Background: an optimization exercise with open tools, aiming at small area and a short achievable clock period. Do not read the settings as production practice.
The RTL was checked by simulation tests, not by an equivalence proof against the original design.
Power figures rest on the tool's default switching activity, not on a simulated workload.

==> inputs of build 55 <==
## commit_top
module commit_top (
    input  logic                   clk,
    input  logic                   rst_n,
    input  logic                   s0_valid,
    input  logic [3:0]             s0_op,
    input  logic [5-1:0] s0_rj, s0_rk, s0_rd,
    input  logic [32-1:0]       s0_imm, s0_pc, s0_inst,
    input  logic                   s1_valid,
    input  logic [3:0]             s1_op,
    input  logic [5-1:0] s1_rj, s1_rk, s1_rd,
    input  logic [32-1:0]       s1_imm, s1_pc, s1_inst,
    input  logic                   csr_we,
    input  logic [3:0]             csr_sel,
    input  logic [32-1:0]       csr_wdata,
    output logic [32-1:0]       csr_rdata,
    output logic                   redirect,
    output logic [32-1:0]       redirect_pc,
    output logic [32-1:0]       debug0_wb_pc,
    output logic [3:0]             debug0_wb_rf_wen,
    output logic [5-1:0] debug0_wb_rf_wnum,
    output logic [32-1:0]       debug0_wb_rf_wdata, debug0_wb_inst,
    output logic [32-1:0]       debug1_wb_pc,
    output logic [3:0]             debug1_wb_rf_wen,
    output logic [5-1:0] debug1_wb_rf_wnum,
    output logic [32-1:0]       debug1_wb_rf_wdata, debug1_wb_inst
);
    logic [5-1:0] raddr0, raddr1, raddr2, raddr3;
    logic [32-1:0]       rdata0, rdata1, rdata2, rdata3;
    logic                   wen0, wen1;
    logic [5-1:0] waddr0, waddr1;
    logic [32-1:0]       wdata0, wdata1;
  ...
==> flow/config.mk <==
export PLATFORM = sky130hd
export DESIGN_NAME = commit_top
export DESIGN_NICKNAME = commit_top
export VERILOG_FILES = /design/flow/design.v
export SDC_FILE = /design/flow/constraint.sdc
export NUM_CORES = 8
export LEC_CHECK = 0
export CAP_MARGIN = 20
export CORE_MARGIN = 2
export CORE_UTILIZATION = 52
export CTS_CLUSTER_DIAMETER = 100
export CTS_CLUSTER_SIZE = 20
export SETUP_SLACK_MARGIN = 2.75
export SLEW_MARGIN = 20
export TNS_END_PERCENT = 100
==> flow/constraint.sdc <==
create_clock -name core_clock -period 7.5 [get_ports {clk}]
set_input_delay 1.5000 -clock core_clock [delete_from_list [all_inputs] [get_ports {clk}]]
set_output_delay 1.5000 -clock core_clock [all_outputs]
set_load 0.01 [all_outputs]
standard.sh (not shown) runs the stock make flow with config.mk's settings and CLKGATE_MAP_FILE= SYNTH_SCRIPT=/design/flow/synth_recipe.tcl, a recipe that flattens the netlist after the stock synthesis.
==> flow/flow/run.sh <==
#!/bin/bash
# The standard layout (the standard.sh), with every port buffered by a
# buf_4 instead of buffer_ports' default cell. make's output goes to
# standard.log here; each ORFS step's log is under orfs/logs.
set -euo pipefail
export BUFFER_PORTS_ARGS="-buffer_cell sky130_fd_sc_hd__buf_4"
bash standard.sh > standard.log 2>&1
==> trial 15 (differences from build 55) <==
--- a/flow/design.v
+++ b/flow/design.v
@@ -42,16 +42,14 @@
     input  logic [3:0]             s1_op,
     input  logic [5-1:0] s1_rj, s1_rk,
     output logic [5-1:0] raddr0, raddr1, raddr2, raddr3,
     input  logic [32-1:0]       rdata0, rdata1, rdata2, rdata3,
     output logic [32-1:0]       e0_p, e1_p,
     output logic [32-2:0]       e0_g, e1_g,
     output logic                   e0_cin, e1_cin,
-    output logic [7:0]             e0_bg, e1_bg,
-    output logic [7:1]             e0_bp, e1_bp,
     output logic                   e0_adef, e0_ale, e0_sys, e0_brk, e0_tpre,
     output logic [3:0]             e0_cg,
     output logic [3:1]             e0_cp
 );
     function automatic logic [2*32:0] alu_pg(
         input logic [3:0]       op,
         input logic [32-1:0] a,
@@ -77,30 +75,14 @@
     assign raddr0 = s0_rj;
     assign raddr1 = s0_rk;
     assign raddr2 = s1_rj;
     assign raddr3 = s1_rk;
     logic [32-1:0] p0, g0, p1, g1;
     assign {p0, g0, e0_cin} = alu_pg(s0_op, rdata0, rdata1, s0_imm);
     assign {p1, g1, e1_cin} = alu_pg(s1_op, rdata2, rdata3, '0);
-    function automatic logic [14:0] blk_gp(
-        input logic [32-1:0] p,
-        input logic [32-1:0] g,
-        input logic             cin
-    );
-        logic [7:0] bg, bp;
-        for (int k = 0; k < 8; k++) begin
-            bg[k] = g[4*k+3] | (p[4*k+3] & g[4*k+2]) | (p[4*k+3] & p[4*k+2] & g[4*k+1]) |
-                    (p[4*k+3] & p[4*k+2] & p[4*k+1] & g[4*k]);
-            bp[k] = p[4*k+3] & p[4*k+2] & p[4*k+1] & p[4*k];
-        end
-        bg[0] = bg[0] | (bp[0] & cin);
-        blk_gp = {bg, bp[7:1]};
-    endfunction
-    assign {e0_bg, e0_bp} = blk_gp(p0, g0, e0_cin);
-    assign {e1_bg, e1_bp} = blk_gp(p1, g1, e1_cin);
     assign e0_p = p0;
     assign e0_g = g0[32-2:0];
     assign e1_p = p1;
     assign e1_g = g1[32-2:0];
     logic       ld;
     logic [1:0] lo;
     assign ld       = s0_op == op_ld_w;
@@ -134,46 +116,38 @@
     input  logic                   flush,
     input  logic                   s0_valid,
     input  logic [5-1:0] s0_rd,
     input  logic [32-1:0]       s0_pc, s0_inst,
     input  logic [32-1:0]       e0_p,
     input  logic [32-2:0]       e0_g,
     input  logic                   e0_cin,
-    input  logic [7:0]             e0_bg,
-    input  logic [7:1]             e0_bp,
     input  logic                   e0_adef, e0_ale, e0_sys, e0_brk, e0_tpre,
     input  logic [3:0]             e0_cg,
     input  logic [3:1]             e0_cp,
     input  logic                   s1_valid,
     input  logic [5-1:0] s1_rd,
     input  logic [32-1:0]       s1_pc, s1_inst,
     input  logic [32-1:0]       e1_p,
     input  logic [32-2:0]       e1_g,
     input  logic                   e1_cin,
-    input  logic [7:0]             e1_bg,
-    input  logic [7:1]             e1_bp,
     output logic                   w0_valid,
     output logic [5-1:0] w0_rd,
     output logic [32-1:0]       w0_pc, w0_inst,
     output logic [32-1:0]       w0_p,
     output logic [32-2:0]       w0_g,
     output logic                   w0_cin,
-    output logic [7:0]             w0_bg,
-    output logic [7:1]             w0_bp,
     output logic                   w0_adef, w0_ale, w0_sys, w0_brk, w0_tpre,
     output logic [3:0]             w0_cg,
     output logic [3:1]             w0_cp,
     output logic                   w1_valid,
     output logic [5-1:0] w1_rd,
     output logic [32-1:0]       w1_pc, w1_inst,
     output logic [32-1:0]       w1_p,
     output logic [32-2:0]       w1_g,
-    output logic                   w1_cin,
-    output logic [7:0]             w1_bg,
-    output logic [7:1]             w1_bp
+    output logic                   w1_cin
 );
     always_ff @(posedge clk) begin
         if (!rst_n) begin
             w0_valid <= 1'b0;
             w1_valid <= 1'b0;
         end else begin
             w0_valid <= s0_valid && !flush;
@@ -183,31 +157,27 @@
     always_ff @(posedge clk) begin
         w0_rd   <= s0_rd;
         w0_pc   <= s0_pc;
         w0_inst <= s0_inst;
         w0_p    <= e0_p;
         w0_g    <= e0_g;
         w0_cin  <= e0_cin;
-        w0_bg   <= e0_bg;
-        w0_bp   <= e0_bp;
         w0_adef <= e0_adef;
         w0_ale  <= e0_ale;
         w0_sys  <= e0_sys;
         w0_brk  <= e0_brk;
         w0_tpre <= e0_tpre;
         w0_cg   <= e0_cg;
         w0_cp   <= e0_cp;
         w1_rd   <= s1_rd;
         w1_pc   <= s1_pc;
         w1_inst <= s1_inst;
         w1_p    <= e1_p;
         w1_g    <= e1_g;
         w1_cin  <= e1_cin;
-        w1_bg   <= e1_bg;
-        w1_bp   <= e1_bp;
     end
 endmodule
 `timescale 1ns/10ps
 module reg_file (
     input  logic                   clk,
     input  logic                   rst_n,
     input  logic [5-1:0] raddr0, raddr1, raddr2, raddr3,
@@ -266,27 +236,23 @@
 module writeback (
     input  logic                   w0_valid,
     input  logic [5-1:0] w0_rd,
     input  logic [32-1:0]       w0_pc, w0_inst,
     input  logic [32-1:0]       w0_p,
     input  logic [32-2:0]       w0_g,
     input  logic                   w0_cin,
-    input  logic [7:0]             w0_bg,
-    input  logic [7:1]             w0_bp,
     input  logic                   w0_adef, w0_ale, w0_sys, w0_brk, w0_tpre,
     input  logic [3:0]             w0_cg,
     input  logic [3:1]             w0_cp,
     input  logic                   w1_valid,
     input  logic [5-1:0] w1_rd,
     input  logic [32-1:0]       w1_pc, w1_inst,
     input  logic [32-1:0]       w1_p,
     input  logic [32-2:0]       w1_g,
     input  logic                   w1_cin,
-    input  logic [7:0]             w1_bg,
-    input  logic [7:1]             w1_bp,
     input  logic [32-1:0]       eentry, tlbrentry,
     output logic                   byp0_valid, byp1_valid,
     output logic                   wen0, wen1,
     output logic [5-1:0] waddr0, waddr1,
     output logic [32-1:0]       wdata0, wdata1,
     output logic                   redirect,
     output logic [32-1:0]       redirect_pc,
@@ -304,48 +270,16 @@
     output logic [32-1:0]       debug0_wb_rf_wdata, debug0_wb_inst,
     output logic [32-1:0]       debug1_wb_pc,
     output logic [3:0]             debug1_wb_rf_wen,
     output logic [5-1:0] debug1_wb_rf_wnum,
     output logic [32-1:0]       debug1_wb_rf_wdata, debug1_wb_inst
 );
     logic [32-1:0] w0_data, w1_data;
-    function automatic logic [32-1:0] resolve(
-        input logic [32-1:0] p,
-        input logic [32-2:0] g,
-        input logic             cin,
-        input logic [7:0]       bg,
-        input logic [7:1]       bp
-    );
-        logic [7:0] g1, p1, g2, p2, bc;
-        logic [32-1:0] c;
-        g1[0] = bg[0];
-        p1[0] = 1'b0;
-        for (int k = 1; k < 8; k++) begin
-            g1[k] = bg[k] | (bp[k] & bg[k-1]);
-            p1[k] = bp[k] & ((k > 1) ? bp[k-1] : 1'b0);
-        end
-        for (int k = 0; k < 8; k++) begin
-            g2[k] = (k >= 2) ? (g1[k] | (p1[k] & g1[k-2])) : g1[k];
-            p2[k] = (k >= 2) ? (p1[k] & p1[k-2]) : p1[k];
-        end
-        bc[0] = cin;
-        for (int k = 1; k < 8; k++) begin
-            bc[k] = (k >= 5) ? (g2[k-1] | (p2[k-1] & g2[k-5])) : g2[k-1];
-        end
-        for (int k = 0; k < 8; k++) begin
-            c[4*k]   = bc[k];
-            c[4*k+1] = g[4*k] | (p[4*k] & bc[k]);
-            c[4*k+2] = g[4*k+1] | (p[4*k+1] & g[4*k]) | (p[4*k+1] & p[4*k] & bc[k]);
-            c[4*k+3] = g[4*k+2] | (p[4*k+2] & g[4*k+1]) | (p[4*k+2] & p[4*k+1] & g[4*k]) |
-                       (p[4*k+2] & p[4*k+1] & p[4*k] & bc[k]);
-        end
-        resolve = p ^ c;
-    endfunction
-    assign w0_data = resolve(w0_p, w0_g, w0_cin, w0_bg, w0_bp);
-    assign w1_data = resolve(w1_p, w1_g, w1_cin, w1_bg, w1_bp);
+    assign w0_data = w0_p + {w0_g, w0_cin};
+    assign w1_data = w1_p + {w1_g, w1_cin};
     logic tlbr, ale, exc, has_exc;
     logic c28;
     assign c28     = w0_cg[3] | (w0_cp[3] & w0_cg[2]) | (w0_cp[3] & w0_cp[2] & w0_cg[1]) |
                      (w0_cp[3] & w0_cp[2] & w0_cp[1] & w0_cg[0]);
     assign tlbr    = w0_tpre && (w0_p[28] ^ c28);
     assign ale     = w0_ale;
     assign exc     = w0_adef || tlbr || ale || w0_sys || w0_brk;
@@ -494,16 +428,14 @@
     logic [5-1:0] waddr0, waddr1;
     logic [32-1:0]       wdata0, wdata1;
     logic [32-1:0]       e0_p, e1_p;
     logic [32-2:0]       e0_g, e1_g;
     logic                   e0_cin, e1_cin;
     logic                   e0_adef, e0_ale, e0_sys, e0_brk, e0_tpre;
     logic [3:0]             e0_cg, w0_cg;
-    logic [7:0]             e0_bg, e1_bg, w0_bg, w1_bg;
-    logic [7:1]             e0_bp, e1_bp, w0_bp, w1_bp;
     logic [3:1]             e0_cp, w0_cp;
     logic                   w0_valid, w1_valid;
     logic [5-1:0] w0_rd, w1_rd;
     logic [32-1:0]       w0_pc, w0_inst, w0_p;
     logic [32-1:0]       w1_pc, w1_inst, w1_p;
     logic [32-2:0]       w0_g, w1_g;
     logic                   w0_cin, w1_cin;
Settings changed: CORE_UTILIZATION 52 to 55, CTS_CLUSTER_DIAMETER 100 to default, CTS_CLUSTER_SIZE 20 to default, SETUP_SLACK_MARGIN 2.75 to 2.5.
==> comparison table <==
|  | build 55 | trial 15 |
|---|---|---|
| Comb group | 4980 uW | 3590 uW |
| Simple-gate share of the synthesized area | 10.1% | 8.30% |
| Slowest cell delay on critical path | 760 ps | 620 ps |
| Normalized max-slew margin | 9.89% | 10.3% |
| Via-to-Cell Ratio | 8.86 | 8.40 |
| Die width | 445 um | 435 um |
| Clk tree area frac | 2.29% | 5.20% |
| Layout Nets | 10,700 | 10,600 |
| Area of combinational cells with multiple inputs | 65,900 um^2 | 67,900 um^2 |
| Highest clock rate | 197 MHz | 191 MHz |
| Vias in the first global route | 102,000 | 98,300 |
| Power consumed by the clock network | 5830 uW | 9580 uW |
| Run status | complete, no violations | complete, no violations |
| Power density cells | 164 nW/um^2 | 179 nW/um^2 |
| Non-Filler Instances | 13,000 | 12,900 |
| Destination of the critical timing path | u_wb_latch.w0_bg[5] | u_wb_latch.w0_tpre |
| Global Route met1 Usage | 67.4% | 66.4% |
| Slowest cell on the critical path | sky130_fd_sc_hd__o221ai_1 | sky130_fd_sc_hd__nand2_1 |
| Final Core Density | 62.0% | 65.8% |

## re-timing with driven ports
Ports are ideal in the flow. The routed layouts listed here were re-timed in OpenROAD.
Step 1 assumes that a clkbuf_16 drives the clock port and a buf_2 every other input.
Step 2, shift: input delay + t, output delay - t, t = (earliest + latest rising clock arrival at the registers) / 2. This alone moves slack from input paths to output paths.
Three values: no drivers, after step 1, after step 2; two values: the first two.
run | t, ns | setup WS [ns] | worst register clock-pin slew, ns
build 55 | 0.978 | 2.424 / 2.100 / 1.122 | 0.11 / 0.11
trial 15 | 0.960 | 2.271 / 2.066 / 1.107 | 0.07 / 0.07
After both steps every run listed still meets setup and hold. For build 55, which loses most, drivers alone change the setup slack by -0.324 ns; drivers and shift together by -1.302 ns.
